Source: an optimization exercise on an open RTL-to-GDS flow (aim: small area and a short achievable clock period). Production flows keep margins and buffers that such runs may drop.
Function was checked by simulation only, so behaviour that the tests miss may differ from the original.
No activity file was given, so power comes from the tool's default toggle rates.

## the reference run
==> flow/design.v <==
module mem_responder #(
  parameter int ADDR_BITS  = 6,
  parameter int RD_LATENCY = 1
) (
  input  logic                 clock,
  input  logic                 reset,
  input  logic [31:0]          Address,
  input  logic                 Wr,
  input  logic [31:0]          Datain,
  output logic [31:0]          Dataout,
  output logic                 rd_valid,
  output logic                 addr_err,
  input  logic                 ld_en,
  input  logic [ADDR_BITS-1:0] ld_addr,
  input  logic [31:0]          ld_data,
  output logic                 ld_clash
);
  localparam int ROWS = 1 << (ADDR_BITS - 2);
  localparam int RB   = ADDR_BITS - 2;
  logic [7:0] bank [4][ROWS];
  function automatic logic [4*ROWS-1:0] row_selects(input logic [RB-1:0] row, input logic [1:0] off);
    logic [ROWS-1:0] dec;
    logic [ROWS-1:0] dec_nx;
    for (int r = 0; r < ROWS; r++) begin
      dec[r]    = (row == RB'(r));
      dec_nx[r] = (row == RB'(r - 1));
    end
    for (int b = 0; b < 4; b++)
      row_selects[b*ROWS +: ROWS] = (2'(b) < off) ? dec_nx : dec;
  endfunction
  logic [3:0][ROWS-1:0] rd_sel;
  logic [3:0][7:0]      bank_rd;
  logic [31:0]          rd_word;
  assign rd_sel = row_selects(Address[ADDR_BITS-1:2], Address[1:0]);
  always_comb begin
    for (int b = 0; b < 4; b++) begin
      bank_rd[b] = '0;
      for (int r = 0; r < ROWS; r++)
        bank_rd[b] = bank_rd[b] | (bank[b][r] & {8{rd_sel[b][r]}});
    end
  end
  always_comb begin
    for (int k = 0; k < 4; k++) begin
      rd_word[31-8*k -: 8] = '0;
      for (int b = 0; b < 4; b++)
        rd_word[31-8*k -: 8] = rd_word[31-8*k -: 8] | (bank_rd[b] & {8{Address[1:0] == 2'(b - k)}});
    end
  end
  logic                 wr_en;
  logic [ADDR_BITS-1:0] wr_base;
  logic [31:0]          wr_word;
  logic [3:0][ROWS-1:0] wr_sel;
  logic [3:0][7:0]      wr_byte;
  assign wr_en   = reset & (ld_en | Wr);
  assign wr_base = ld_en ? ld_addr : Address[ADDR_BITS-1:0];
  assign wr_word = ld_en ? ld_data : Datain;
  assign wr_sel  = row_selects(wr_base[ADDR_BITS-1:2], wr_base[1:0]);
  always_comb begin
    for (int b = 0; b < 4; b++) begin
      wr_byte[b] = '0;
      for (int k = 0; k < 4; k++)
        wr_byte[b] = wr_byte[b] | (wr_word[31-8*k -: 8] & {8{wr_base[1:0] == 2'(b - k)}});
    end
  end
  always_ff @(posedge clock) begin
    for (int b = 0; b < 4; b++)
      for (int r = 0; r < ROWS; r++)
        if (wr_en && wr_sel[b][r]) bank[b][r] <= wr_byte[b];
  end
  always_ff @(posedge clock or negedge reset) begin
    if (!reset) begin
      Dataout  <= '0;
      addr_err <= 1'b0;
      rd_valid <= 1'b0;
      ld_clash <= 1'b0;
    end else begin
      Dataout  <= rd_word;
      addr_err <= (Address[31:ADDR_BITS] != '0);
      rd_valid <= 1'b1;
      ld_clash <= ld_en & Wr;
    end
  end
endmodule
Settings: LEC_CHECK=0, ABC_AREA=1, CAP_MARGIN=20, CELL_PAD_IN_SITES_DETAIL_PLACEMENT=1, CELL_PAD_IN_SITES_GLOBAL_PLACEMENT=2, CORE_MARGIN=2, CORE_UTILIZATION=30, SETUP_SLACK_MARGIN=2.7, SLEW_MARGIN=20; clock period 5.0 ns.
standard.sh (not shown) runs the stock make flow with config.mk's settings and CLKGATE_MAP_FILE= SYNTH_SCRIPT=/design/flow/synth_recipe.tcl, a recipe that flattens the netlist after the stock synthesis.
==> flow/flow/run.sh <==
#!/bin/bash
# Own layout flow: the standard ORFS flow, with
#  - extra ORFS make variables from flow/make_vars.txt (one NAME=VALUE per line).
# Every tool's output goes to ORFS's own logs (orfs/logs/...) and the make output to flow_make.log.
set -euo pipefail
W=$(pwd)
F=$W/flow
{
  echo "proc abc {args} {"
  echo "  set i [lsearch -exact \$args -script]"
  echo "  if {\$i >= 0} { lset args [expr {\$i + 1}] {$F/abc.script} }"
  echo "  yosys abc {*}\$args"
  echo "}"
  cat "$W/synth_recipe.tcl"
} > "$W/own_synth.tcl"
vars=("SYNTH_SCRIPT=$W/own_synth.tcl")
if [[ -f $F/make_vars.txt ]]; then
  while IFS= read -r line; do
    [[ -z $line || $line == \#* ]] && continue
    vars+=("$line")
  done < "$F/make_vars.txt"
fi
bash "$W/standard.sh" "${vars[@]}" finish > "$W/flow_make.log" 2>&1
==> flow/flow/abc.script <==
strash
dch
map -B 0.9
topo
stime -c
buffer -c
upsize -c
dnsize -c
==> flow/flow/make_vars.txt <==
MATCH_CELL_FOOTPRINT=0
BUFFER_PORTS_ARGS=-buffer_cell sky130_fd_sc_hd__buf_2
Modified inputs, the trial run compared to the reference run
==> flow/run.sh (new file) <==
#!/bin/bash
# synth_recipe.tcl (not shown) runs the flow's synth.tcl, then flattens the netlist and writes it again
# the make line also repeats each setting of config.mk as NAME=value (left out here)
make -C /OpenROAD-flow-scripts/flow DESIGN_CONFIG=/design/flow/config.mk WORK_HOME=/design/flow/orfs CLKGATE_MAP_FILE= SYNTH_SCRIPT=/design/flow/synth_recipe.tcl finish
diff --git a/flow/config.mk b/flow/config.mk
--- a/flow/config.mk
+++ b/flow/config.mk
@@ -7,3 +7,2 @@
 export LEC_CHECK = 0
-export ABC_AREA = 1
 export CAP_MARGIN = 20
@@ -12,4 +11,4 @@
 export CORE_MARGIN = 2
-export CORE_UTILIZATION = 30
-export SETUP_SLACK_MARGIN = 2.7
+export CORE_UTILIZATION = 50
+export SETUP_SLACK_MARGIN = 2.5
 export SLEW_MARGIN = 20
removed: flow/flow/run.sh
removed: flow/flow/abc.script
removed: flow/flow/make_vars.txt
removed: flow/standard.sh
Results
The post-route worst hold slack of the trial run was superior to that of the reference run. Compared to the reference run, the trial run shows a narrower setup margin. Cmp the trial run and the reference run / width of the chip / higher: the reference run.

========
// mem_responder: RTL as listed in full above, without the edits since
make LEC_CHECK=0 ABC_AREA=1 CAP_MARGIN=20 CELL_PAD_IN_SITES_DETAIL_PLACEMENT=1 CELL_PAD_IN_SITES_GLOBAL_PLACEMENT=2 CORE_MARGIN=2 CORE_UTILIZATION=30 SETUP_SLACK_MARGIN=2.5 SLEW_MARGIN=20 finish   # period 5.0 ns
run.sh (not shown) runs the stock make flow with config.mk's settings and CLKGATE_MAP_FILE= SYNTH_SCRIPT=/design/flow/synth_recipe.tcl, a recipe that flattens the netlist after the stock synthesis.
Stock flow here: none of the scripts above is used.
Edit:
==> flow/flow/run.sh (new file) <==
#!/bin/bash
# Own layout flow: the standard ORFS flow, with
#  - extra ORFS make variables from flow/make_vars.txt (one NAME=VALUE per line).
# Every tool's output goes to ORFS's own logs (orfs/logs/...) and the make output to flow_make.log.
set -euo pipefail
W=$(pwd)
F=$W/flow
{
  echo "proc abc {args} {"
  echo "  set i [lsearch -exact \$args -script]"
  echo "  if {\$i >= 0} { lset args [expr {\$i + 1}] {$F/abc.script} }"
  echo "  yosys abc {*}\$args"
  echo "}"
  cat "$W/synth_recipe.tcl"
} > "$W/own_synth.tcl"
vars=("SYNTH_SCRIPT=$W/own_synth.tcl")
if [[ -f $F/make_vars.txt ]]; then
  while IFS= read -r line; do
    [[ -z $line || $line == \#* ]] && continue
    vars+=("$line")
  done < "$F/make_vars.txt"
fi
bash "$W/standard.sh" "${vars[@]}" finish > "$W/flow_make.log" 2>&1
==> flow/flow/abc.script (new file) <==
strash
dch
map -B 0.9
topo
stime -c
buffer -c
upsize -c
dnsize -c
==> flow/flow/make_vars.txt (new file) <==
MATCH_CELL_FOOTPRINT=0
BUFFER_PORTS_ARGS=-buffer_cell sky130_fd_sc_hd__buf_2
==> flow/standard.sh (new file) <==
#!/bin/bash
# synth_recipe.tcl (not shown) runs the flow's synth.tcl, then flattens the netlist and writes it again
# the make line also repeats each setting of config.mk as NAME=value (left out here)
make -C /OpenROAD-flow-scripts/flow DESIGN_CONFIG=/design/flow/config.mk WORK_HOME=/design/flow/orfs CLKGATE_MAP_FILE= SYNTH_SCRIPT=/design/flow/synth_recipe.tcl "${@:-finish}"
CTS_BUF_LIST = sky130_fd_sc_hd__clkbuf_8   (was unset)
SETUP_SLACK_MARGIN = 2.6   (was 2.5)
removed: flow/run.sh
Cell count rose slightly; setup slack is better by 0.13 ns; non-clock buffer count fell by 26; global-route usage fell by 0.17 points.
Edit:
==> flow/flow/abc.script (replaced) <==
strash
dch
map -a
topo
stime -c
buffer -c
upsize -c
dnsize -c
CTS_BUF_LIST = unset   (was sky130_fd_sc_hd__clkbuf_8)
SETUP_SLACK_MARGIN = 2.5   (was 2.6)
What happened: Global-route usage went down by 1.8 points; worst setup slack got worse by 0.34 ns; routed wire length fell by roughly a tenth; maximum frequency went down by roughly a tenth; final cell count is lower by about a fifth; sequential power hardly moves; via count decreases by roughly a tenth.
Edit:
==> flow/run.sh (new file) <==
#!/bin/bash
# synth_recipe.tcl (not shown) runs the flow's synth.tcl, then flattens the netlist and writes it again
# the make line also repeats each setting of config.mk as NAME=value (left out here)
make -C /OpenROAD-flow-scripts/flow DESIGN_CONFIG=/design/flow/config.mk WORK_HOME=/design/flow/orfs CLKGATE_MAP_FILE= SYNTH_SCRIPT=/design/flow/synth_recipe.tcl finish
ABC_AREA = unset   (was 1)
SETUP_SLACK_MARGIN = 2.8   (was 2.5)
removed: flow/flow/run.sh
removed: flow/flow/abc.script
removed: flow/flow/make_vars.txt
removed: flow/standard.sh
Result: Synthesized cell count rose by 4.3%; setup slack improved by 0.13 ns; die area climbs by 13%.

========
## red
Starts from the design.v that is shown in full above.
clock: 5.0 ns
lec_check: 0
abc_area: 1
cap_margin: 20
cell_pad_in_sites_detail_placement: 1
cell_pad_in_sites_global_placement: 2
core_margin: 2
core_utilization: 30
setup_slack_margin: 2.5
slew_margin: 20
standard.sh (not shown) runs the stock make flow with config.mk's settings and CLKGATE_MAP_FILE= SYNTH_SCRIPT=/design/flow/synth_recipe.tcl, a recipe that flattens the netlist after the stock synthesis.
==> flow/flow/run.sh <==
#!/bin/bash
# Own layout flow: the standard ORFS flow, with
#  - extra ORFS make variables from flow/make_vars.txt (one NAME=VALUE per line).
# Every tool's output goes to ORFS's own logs (orfs/logs/...) and the make output to flow_make.log.
set -euo pipefail
W=$(pwd)
F=$W/flow
{
  echo "proc abc {args} {"
  echo "  set i [lsearch -exact \$args -script]"
  echo "  if {\$i >= 0} { lset args [expr {\$i + 1}] {$F/abc.script} }"
  echo "  yosys abc {*}\$args"
  echo "}"
  cat "$W/synth_recipe.tcl"
} > "$W/own_synth.tcl"
vars=("SYNTH_SCRIPT=$W/own_synth.tcl")
if [[ -f $F/make_vars.txt ]]; then
  while IFS= read -r line; do
    [[ -z $line || $line == \#* ]] && continue
    vars+=("$line")
  done < "$F/make_vars.txt"
fi
bash "$W/standard.sh" "${vars[@]}" finish > "$W/flow_make.log" 2>&1
==> flow/flow/abc.script <==
strash
dch
map -B 0.9
topo
stime -c
buffer -c
upsize -c
dnsize -c
==> flow/flow/make_vars.txt <==
MATCH_CELL_FOOTPRINT=0
BUFFER_PORTS_ARGS=-buffer_cell sky130_fd_sc_hd__buf_2
diff inputs: red => blue
# red
export LEC_CHECK = 0
export ABC_AREA = 1
export CAP_MARGIN = 20
export CELL_PAD_IN_SITES_DETAIL_PLACEMENT = 1
export CELL_PAD_IN_SITES_GLOBAL_PLACEMENT = 2
export CORE_MARGIN = 2
export CORE_UTILIZATION = 30
export SETUP_SLACK_MARGIN = 2.5
export SLEW_MARGIN = 20
create_clock -name core_clock -period 5.0 [get_ports {clock}]
# blue
export LEC_CHECK = 0
export ABC_AREA = 1
export CAP_MARGIN = 20
export CELL_PAD_IN_SITES_DETAIL_PLACEMENT = 1
export CELL_PAD_IN_SITES_GLOBAL_PLACEMENT = 2
export CORE_MARGIN = 2
export CORE_UTILIZATION = 30
export SETUP_SLACK_MARGIN = 2.9
export SLEW_MARGIN = 20
create_clock -name core_clock -period 5.0 [get_ports {clock}]
### Flow results
[compare] base=red new=blue: total power consumption of the routed design increased by 0.32 mW relative to the old numbers; area overhead of the layout relative to synthesis increased by 15 points relative to the old numbers; largest voltage drop on the vdd net increased by about 4.4% relative to the old numbers; global-route usage increased by 1.4 points relative to the old numbers.
Taking red as the reference, in blue vias after detailed routing shows an increase of 1126, total clock buffers created by CTS shows a reduction of 9.1%.
Inputs modified between blue and green:
# blue
export LEC_CHECK = 0
export ABC_AREA = 1
export CAP_MARGIN = 20
export CELL_PAD_IN_SITES_DETAIL_PLACEMENT = 1
export CELL_PAD_IN_SITES_GLOBAL_PLACEMENT = 2
export CORE_MARGIN = 2
export CORE_UTILIZATION = 30
export SETUP_SLACK_MARGIN = 2.9
export SLEW_MARGIN = 20
create_clock -name core_clock -period 5.0 [get_ports {clock}]
# green
export LEC_CHECK = 0
export CAP_MARGIN = 20
export CELL_PAD_IN_SITES_DETAIL_PLACEMENT = 1
export CELL_PAD_IN_SITES_GLOBAL_PLACEMENT = 2
export CORE_MARGIN = 2
export CORE_UTILIZATION = 30
export SETUP_SLACK_MARGIN = 2.2
export SLEW_MARGIN = 20
create_clock -name core_clock -period 5.0 [get_ports {clock}]
==> flow/run.sh (new file) <==
#!/bin/bash
# synth_recipe.tcl (not shown) runs the flow's synth.tcl, then flattens the netlist and writes it again
# the make line also repeats each setting of config.mk as NAME=value (left out here)
make -C /OpenROAD-flow-scripts/flow DESIGN_CONFIG=/design/flow/config.mk WORK_HOME=/design/flow/orfs CLKGATE_MAP_FILE= SYNTH_SCRIPT=/design/flow/synth_recipe.tcl finish
removed: flow/flow/run.sh
removed: flow/flow/abc.script
removed: flow/flow/make_vars.txt
removed: flow/standard.sh
==> comparison <==
- Changes observed in green relative to blue: delay of the slowest cell on the worst path increased by 190 ps relative to the old numbers; layout overhead on the synthesized area decreased by 17 points relative to the old numbers; power decreased by 2.3% relative to the old numbers.
- Routed wire in green totals more than in blue.
- Final cell count, green and blue, lower one = green.
- Comparing sequential share of layout area for green and blue, the bigger number came from green.
- Comparing green and blue, achievable clock frequency is higher on blue.
- Met1 demand-to-capacity share in global routing, green and blue: larger value in green
- Design area in green is 1200 um^2 below blue.
- Re H-tree depth reported by CTS: no difference whatsoever between green and blue.
- Higher worst setup slack goes to blue over green.
The following lists how orange was set up differently from green:
# green
export LEC_CHECK = 0
export CAP_MARGIN = 20
export CELL_PAD_IN_SITES_DETAIL_PLACEMENT = 1
export CELL_PAD_IN_SITES_GLOBAL_PLACEMENT = 2
export CORE_MARGIN = 2
export CORE_UTILIZATION = 30
export SETUP_SLACK_MARGIN = 2.2
export SLEW_MARGIN = 20
create_clock -name core_clock -period 5.0 [get_ports {clock}]
# orange
export LEC_CHECK = 0
export ABC_AREA = 1
export CAP_MARGIN = 20
export CELL_PAD_IN_SITES_DETAIL_PLACEMENT = 1
export CELL_PAD_IN_SITES_GLOBAL_PLACEMENT = 2
export CORE_MARGIN = 2
export CORE_UTILIZATION = 30
export SETUP_SLACK_MARGIN = 2.2
export SLEW_MARGIN = 20
create_clock -name core_clock -period 5.0 [get_ports {clock}]
--- outcome ---
Taking green as the reference, in orange sum of routed wire segments on met1 fell by 5600 um, share of total power in combinational logic -0.6 points, total wire length went down by about 20%, via count of the first global-routing pass shows a reduction of 1001.
orange against green: final-layout clock-cell area share higher, synthesis-to-layout area growth went up 0.19 points.

==> what the ideal ports hide <==
No port has a modelled driver above. Below, the same layouts with a new extraction and two added sets of constraints. Step 1, drivers: a clkbuf_16 drives clock and a buf_2 each remaining input, both assumed. Step 2 adds t to the input delays and takes it off the output delays; t is the mean of the earliest and latest rising clock arrival at the registers after step 1. Input paths then give back, and output paths get back, about the clock's delay inside the block. Three values: ideal ports, drivers, drivers and shift; two values: the first two.
| run | shift t [ns] | slack for setup (ns) | worst hold slack (ns) | latest minus earliest clock arrival (ns) | worst slew at a driven data input, ns |
|---|---|---|---|---|---|
| the reference run | 0.669 | 2.635 / 2.559 / 1.890 | 0.620 / 0.582 / 0.787 | 0.031 / 0.031 | 0.18 |
| the trial run | 0.714 | 1.549 / 1.305 / 0.591 | 0.643 / 0.671 / 0.715 | 0.051 / 0.051 | 0.44 |
| the first run of note 2 | 0.666 | 2.477 / 2.469 / 1.828 | 0.659 / 0.618 / 0.787 | 0.022 / 0.022 | 0.13 |
| the second run of note 2 | 0.748 | 2.609 / 2.610 / 1.862 | 0.528 / 0.492 / 0.815 | 0.038 / 0.038 | 0.06 |
| the third run of note 2 | 0.703 | 2.273 / 2.204 / 1.501 | 0.594 / 0.554 / 0.720 | 0.032 / 0.031 | 0.15 |
| the fourth run of note 2 | 0.691 | 2.406 / 2.070 / 1.379 | 0.274 / 0.232 / 0.737 | 0.030 / 0.031 | 0.47 |
| red | 0.649 | 2.499 / 2.502 / 1.853 | 0.647 / 0.607 / 0.766 | 0.031 / 0.031 | 0.15 |
| blue | 0.692 | 2.646 / 2.550 / 1.858 | 0.609 / 0.565 / 0.796 | 0.037 / 0.036 | 0.21 |
| green | 0.697 | 2.207 / 2.137 / 1.441 | 0.630 / 0.593 / 0.686 | 0.025 / 0.025 | 0.18 |
| orange | 0.699 | 2.232 / 2.153 / 1.454 | 0.602 / 0.571 / 0.783 | 0.048 / 0.048 | 0.20 |
After both steps setup and hold are still met in every run listed. The setup slack of the fourth run of note 2, which loses most, moves by -0.336 ns with the drivers and by -1.027 ns with both steps.
